What follows belongs to an exercise in optimizing a design on an open flow for small area and a short achievable clock period; a production flow would make more cautious choices.
The RTL was checked by simulation tests, not by an equivalence proof against the original design.
Power and IR drop assume default switching activity.

Setup of build 83:
// fc_layer
module fc_layer (
    input  logic        clk,
    input  logic        rstn,
    input  logic        r_valid,
    input  logic [31:0] in_data,
    output logic        t_valid,
    output logic [31:0] out_data
);
For scale: about 390 flip-flops, roughly 21000 um^2 of cells after synthesis.
Settings: LEC_CHECK=0, CAP_MARGIN=20, CORE_MARGIN=2, CORE_UTILIZATION=65, CTS_CLUSTER_DIAMETER=100, CTS_CLUSTER_SIZE=20, GPL_ROUTABILITY_DRIVEN=0, SLEW_MARGIN=20; clock period 8.0 ns.
standard.sh (not shown) runs the stock make flow with config.mk's settings and CLKGATE_MAP_FILE= SYNTH_SCRIPT=/design/flow/synth_recipe.tcl, a recipe that flattens the netlist after the stock synthesis.
==> flow/flow/run.sh <==
#!/bin/bash
# Standard layout, with strong buffers on the ports, sizing free to change a
# cell's footprint, and timing repair aiming 5.4 ns past the 8 ns clock. The
# make output goes to flow_make.log here; each ORFS step keeps its own log
# under orfs/logs.
set -euo pipefail
bash standard.sh \
    BUFFER_PORTS_ARGS="-buffer_cell sky130_fd_sc_hd__buf_4" \
    MATCH_CELL_FOOTPRINT=0 \
    SETUP_SLACK_MARGIN=5.4 \
    finish > flow_make.log 2>&1
Modified inputs, build 34 compared to build 83
- CORE_UTILIZATION changed from 65 to 40
- ABC_CLOCK_PERIOD_IN_PS newly set to 2500
- GPL_ROUTABILITY_DRIVEN removed (was 0)
==> comparison <==
Build 34 went all the way through the flow, and no timing, DRC or antenna check failed.
out_data[3] as the capturing instance or port of the critical path was reported by build 34, and feat_a[20] by build 83.
Any difference in sequential power between build 83 and build 34 is small enough to ignore.
From build 83 to build 34 the numbers moved as follows: share of total power consumed by net switching neither gained nor lost much; final area now sits higher; minimum setup slack in the final design dropped 13 ps; fmax decreased 0.49%; fraction of standard cell area that is sequential has decreased.
In build 34 the clock power turned out 20% higher than in build 83.
## Diff of input files: build 69 against build 34
- ABC_CLOCK_PERIOD_IN_PS: 2500 -> unset
- CORE_UTILIZATION: 40 -> 65
==> notes.md <==
- Diff build 34 -> build 69 | net switching power | decrease of about 0.6%
- Against build 34 as the reference, build 69 delivers a higher register share of the cell area.
- Side by side, share of the core filled with cells in the final layout turned out higher in build 69 than in build 34.
- Per the comparison of build 69 with build 34, cell count lower; detailed placer's ending HPWL lower.
- As of build 69, final routed wire length divided by cell count had risen by a few percent compared to build 34.
## Diff of input files: build 82 against build 69
- changing CORE_UTILIZATION from 65 to 55
Notes after the runs:
- For build 82, the capture point of the critical path was out_data[4], unlike build 69, where it was out_data[16].
- ~same number of maximum-capacitance violations in build 69 and build 82
- On clock power, build 69 and build 82 are basically level.
- Taking build 69 as the reference, in build 82 fmax neither gained nor lost much, area of all sequential standard cells neither gained nor lost much, power consumption lost 230 uW, worst setup slack neither gained nor lost much, count of routing violations after the opening detailed-route iteration lost about 26%.
The inputs of build 49 differ from those of build 82 as listed below.
- CORE_UTILIZATION now 60, was 55
-- flow/flow/run.sh --
<<< build 82, line 3
# cell's footprint, and timing repair aiming 5.4 ns past the 8 ns clock. The
>>> build 49, line 3
# cell's footprint, and timing repair aiming 5.45 ns past the 8 ns clock. The
<<< build 82, line 10
    SETUP_SLACK_MARGIN=5.4 \
>>> build 49, line 10
    SETUP_SLACK_MARGIN=5.45 \
==> notes.md <==
Compared with build 82, build 49 shows a wire length on met1 that is about 2.8% lower. Timing endpoint of the critical path: out_data[17] -> build 49, out_data[4] -> build 82. Build 49 gives more global-route usage than build 82 did. Diff build 82..build 49 | critical path depth | unchanged.
Edits applied to the flow inputs when going from build 49 to build 25:
- swapping 60 for 80 in CORE_UTILIZATION
-- flow/flow/run.sh --
<<< build 49, line 3
# cell's footprint, and timing repair aiming 5.45 ns past the 8 ns clock. The
>>> build 25, line 3
# cell's footprint, and timing repair aiming 5.4 ns past the 8 ns clock. The
<<< build 49, line 10
    SETUP_SLACK_MARGIN=5.45 \
>>> build 25, line 10
    SETUP_SLACK_MARGIN=5.4 \
==> notes.md <==
Both conditions hold for build 25: the flow ran to the end and the final layout passed the timing, DRC and antenna checks. Taking build 49 as 1.0, build 25 lands at 1.07 on final total power. Number of multi-input logic gates (lower): build 25. Build 25 ended up with a higher post-layout minimum cycle time than build 49 did. Build 49 vs build 25, slowest cell on the critical path: sky130_fd_sc_hd__dfxtp_2 vs sky130_fd_sc_hd__o31a_1. [build 25] fraction of power consumed by the clock network fell 0.6 points relative to build 49.

[re-timing with driven ports]
Ports are ideal in the flow. The routed layouts listed here were re-timed in OpenROAD. Step 1, drivers: a clkbuf_16 drives clk and a buf_2 each remaining input, both assumed. Step 2 adds t to the input delays and takes it off the output delays; t is the mean of the earliest and latest rising clock arrival at the registers after step 1. Input paths then give back, and output paths get back, about the clock's delay inside the block. Three values: ideal, step 1, step 2; two values: the first two.
run | shift t [ns] | slack for setup (ns) | slew at the worst register clock pin (ns) | worst slew at a driven data input, ns | cell pins on the clock port's net
build 83 | 0.583 | 5.382 / 5.338 / 4.822 | 0.09 / 0.09 | 0.04 | 1
build 34 | 0.631 | 5.369 / 5.312 / 4.886 | 0.09 / 0.09 | 0.05 | 1
build 69 | 0.600 | 5.401 / 5.348 / 4.889 | 0.10 / 0.10 | 0.03 | 1
build 82 | 0.607 | 5.399 / 5.347 / 4.863 | 0.09 / 0.09 | 0.05 | 1
build 49 | 0.607 | 5.383 / 5.329 / 4.935 | 0.09 / 0.09 | 0.04 | 1
build 25 | 0.599 | 5.266 / 5.266 / 4.875 | 0.09 / 0.09 | 0.05 | 1
After both steps every run listed still meets setup and hold. The setup slack of build 83, which loses most, moves by -0.044 ns with the drivers and by -0.560 ns with both steps.
